This is an optimization exercise on Yosys and OpenROAD, whose aim is small area, not a production implementation.
Where RTL was checked, it was by simulation tests only, not by an equivalence proof against the original.

## the previous run
==> module km_accumulator, before the edit <==
module km_accumulator (
  input  logic                           clk,
  input  logic                           rst,
  input  logic                           i_clear,
  input  logic                           i_acc_valid,
  input  logic [2-1:0]           i_acc_idx,
  input  logic [3*8-1:0] i_acc_point,
  input  logic                           i_rd_en,
  input  logic [2-1:0]           i_rd_idx,
  output logic                           o_rd_valid,
  output logic [3*16-1:0]  o_rd_sum,
  output logic [9-1:0]         o_rd_count
);
  localparam int DW = 8;
  localparam int UW = 16;
  localparam int VW = 3*16;
  localparam int NW = 9;
  logic [3*VW-1:0] sums, sums_d;
  logic [3*NW-1:0] counts, counts_d;
  logic                           up_clear;
  logic                           up_valid;
  logic [2-1:0]           up_idx;
  logic [3*8-1:0] up_point;
  always_ff @(posedge clk) begin
    up_clear <= rst | i_clear;
    up_valid <= i_acc_valid;
    up_idx   <= i_acc_idx;
    up_point <= i_acc_point;
  end
  for (genvar c = 0; c < 3; c++) begin : g_cent
    logic hit;
    assign hit = up_valid & (up_idx == c);
    for (genvar d = 0; d < 3; d++) begin : g_dim
      km_sum_add u_add (
        .i_q   (sums[c*VW + d*UW +: UW]),
        .i_p   (up_point[d*DW +: DW]),
        .i_hit (hit),
        .o_s   (sums_d[c*VW + d*UW +: UW])
      );
    end
    km_cnt_inc u_inc (
      .i_q   (counts[c*NW +: NW]),
      .i_hit (hit),
      .o_q   (counts_d[c*NW +: NW])
    );
  end
  always_ff @(posedge clk) begin
    sums   <= up_clear ? '0 : sums_d;
    counts <= up_clear ? '0 : counts_d;
  end
  logic [2-1:0] rd_idx;
  always_ff @(posedge clk) begin
    if (rst) begin
      o_rd_valid <= 1'b0;
    end else begin
      o_rd_valid <= i_rd_en;
    end
    rd_idx <= i_rd_idx;
  end
  always_comb begin
    case (rd_idx)
      2'd0: begin o_rd_sum = sums[0*VW +: VW]; o_rd_count = counts[0*NW +: NW]; end
      2'd1: begin o_rd_sum = sums[1*VW +: VW]; o_rd_count = counts[1*NW +: NW]; end
      2'd2: begin o_rd_sum = sums[2*VW +: VW]; o_rd_count = counts[2*NW +: NW]; end
      default: begin o_rd_sum = '0; o_rd_count = '0; end
    endcase
  end
endmodule
==> flow/config.mk <==
export PLATFORM = sky130hd
export DESIGN_NAME = km_top
export DESIGN_NICKNAME = km_top
export VERILOG_FILES = /design/flow/design.v
export SDC_FILE = /design/flow/constraint.sdc
export NUM_CORES = 4
export LEC_CHECK = 0
export CAP_MARGIN = 20
export CORE_MARGIN = 2
export CORE_UTILIZATION = 40
export SLEW_MARGIN = 20
export SYNTH_HIERARCHICAL = 1
export SYNTH_MINIMUM_KEEP_SIZE = 0
==> flow/constraint.sdc <==
create_clock -name core_clock -period 7.0 [get_ports {clk}]
set_input_delay 1.4000 -clock core_clock [delete_from_list [all_inputs] [get_ports {clk}]]
set_output_delay 1.4000 -clock core_clock [all_outputs]
set_load 0.01 [all_outputs]
run.sh (not shown) runs the stock make flow with config.mk's settings and CLKGATE_MAP_FILE= SYNTH_SCRIPT=/design/flow/synth_recipe.tcl, a recipe that flattens the netlist after the stock synthesis.
### the previous run -> the current run
==> flow/design.v, changed modules only <==
module km_accumulator (
  input  logic                           clk,
  input  logic                           rst,
  input  logic                           i_clear,
  input  logic                           i_acc_valid,
  input  logic [2-1:0]           i_acc_idx,
  input  logic [3*8-1:0] i_acc_point,
  input  logic                           i_rd_en,
  input  logic [2-1:0]           i_rd_idx,
  output logic                           o_rd_valid,
  output logic [3*16-1:0]  o_rd_sum,
  output logic [9-1:0]         o_rd_count
);
  localparam int DW = 8;
  localparam int UW = 16;
  localparam int VW = 3*16;
  localparam int NW = 9;
  logic [3*VW-1:0] sums, sums_d;
  logic [3*NW-1:0] counts, counts_d;
  logic                           up_clear;
  logic                           up_valid;
  logic [2-1:0]           up_idx;
  logic [3*8-1:0] up_point;
  always_ff @(posedge clk) begin
    up_clear <= rst | i_clear;
    up_valid <= i_acc_valid;
    up_idx   <= i_acc_idx;
    up_point <= i_acc_point;
  end
  for (genvar c = 0; c < 3; c++) begin : g_cent
    logic hit;
    assign hit = up_valid & (up_idx == c);
    for (genvar d = 0; d < 3; d++) begin : g_dim
      km_sum_add u_add (
        .i_q   (sums[c*VW + d*UW +: UW]),
        .i_p   (up_point[d*DW +: DW]),
        .i_hit (hit),
        .o_s   (sums_d[c*VW + d*UW +: UW])
      );
    end
    km_cnt_inc u_inc (
      .i_q   (counts[c*NW +: NW]),
      .i_hit (hit),
      .o_q   (counts_d[c*NW +: NW])
    );
  end
  always_ff @(posedge clk) begin
    sums   <= up_clear ? '0 : sums_d;
    counts <= up_clear ? '0 : counts_d;
  end
  logic [3-1:0] rd_sel;
  always_ff @(posedge clk) begin
    if (rst) begin
      o_rd_valid <= 1'b0;
    end else begin
      o_rd_valid <= i_rd_en;
    end
    for (int c = 0; c < 3; c++) rd_sel[c] <= (i_rd_idx == c);
  end
  always_comb begin
    o_rd_sum   = '0;
    o_rd_count = '0;
    for (int c = 0; c < 3; c++) begin
      o_rd_sum   = o_rd_sum   | (sums[c*VW +: VW]   & {VW{rd_sel[c]}});
      o_rd_count = o_rd_count | (counts[c*NW +: NW] & {NW{rd_sel[c]}});
    end
  end
endmodule
[summary]
Going from the previous run to the current run, fmax held, period utilization went down 0.25 points. Worst clock skew: the current run worse than the previous run. Against the previous run as the reference, the current run delivers a lower multi-input gate count. The lower global-route usage came out of the current run. Wire length: lower on the current run. The current run vs the previous run: complex-gate fraction of the synthesized area up. The current run: synthesis-to-layout area growth is 0.32 points higher than what the previous run reported. On fraction of final layout cells with drive strength greater than 1, the current run and the previous run are neck and neck. Design area improves in the current run relative to the previous run. Relative to the previous run, least setup slack across all paths after layout increased by 0.017 ns in the current run. ~same flop and latch count out of synthesis in the current run and the previous run.
For the current run, only the layout was checked, not whether the RTL still works.

-- afterwards: timing with drivers on the ports --
How much do the figures lean on ideal ports? The routed layouts below were timed once more, with nothing changed but the port constraints. Step 1 sets driving cells, clkbuf_16 on the clock port and buf_2 on the other inputs (assumed; they add their load-dependent delay and slew). Step 2 moves the port delays by t, midway between the first and last clock arrival at a register: inputs arrive t later, outputs are due t later. That takes back most of the time a late clock gives input paths. Three values: ideal, step 1, step 2; two values: the first two.
run	shift t [ns]	setup slack, ns	latest minus earliest clock arrival (ns)	worst data-port slew with drivers (ns)
the previous run	0.669	0.172 / 0.172 / 0.172	0.023 / 0.023	0.06
the current run	0.653	0.189 / 0.189 / 0.189	0.038 / 0.038	0.09
After both steps every run listed still meets setup and hold.
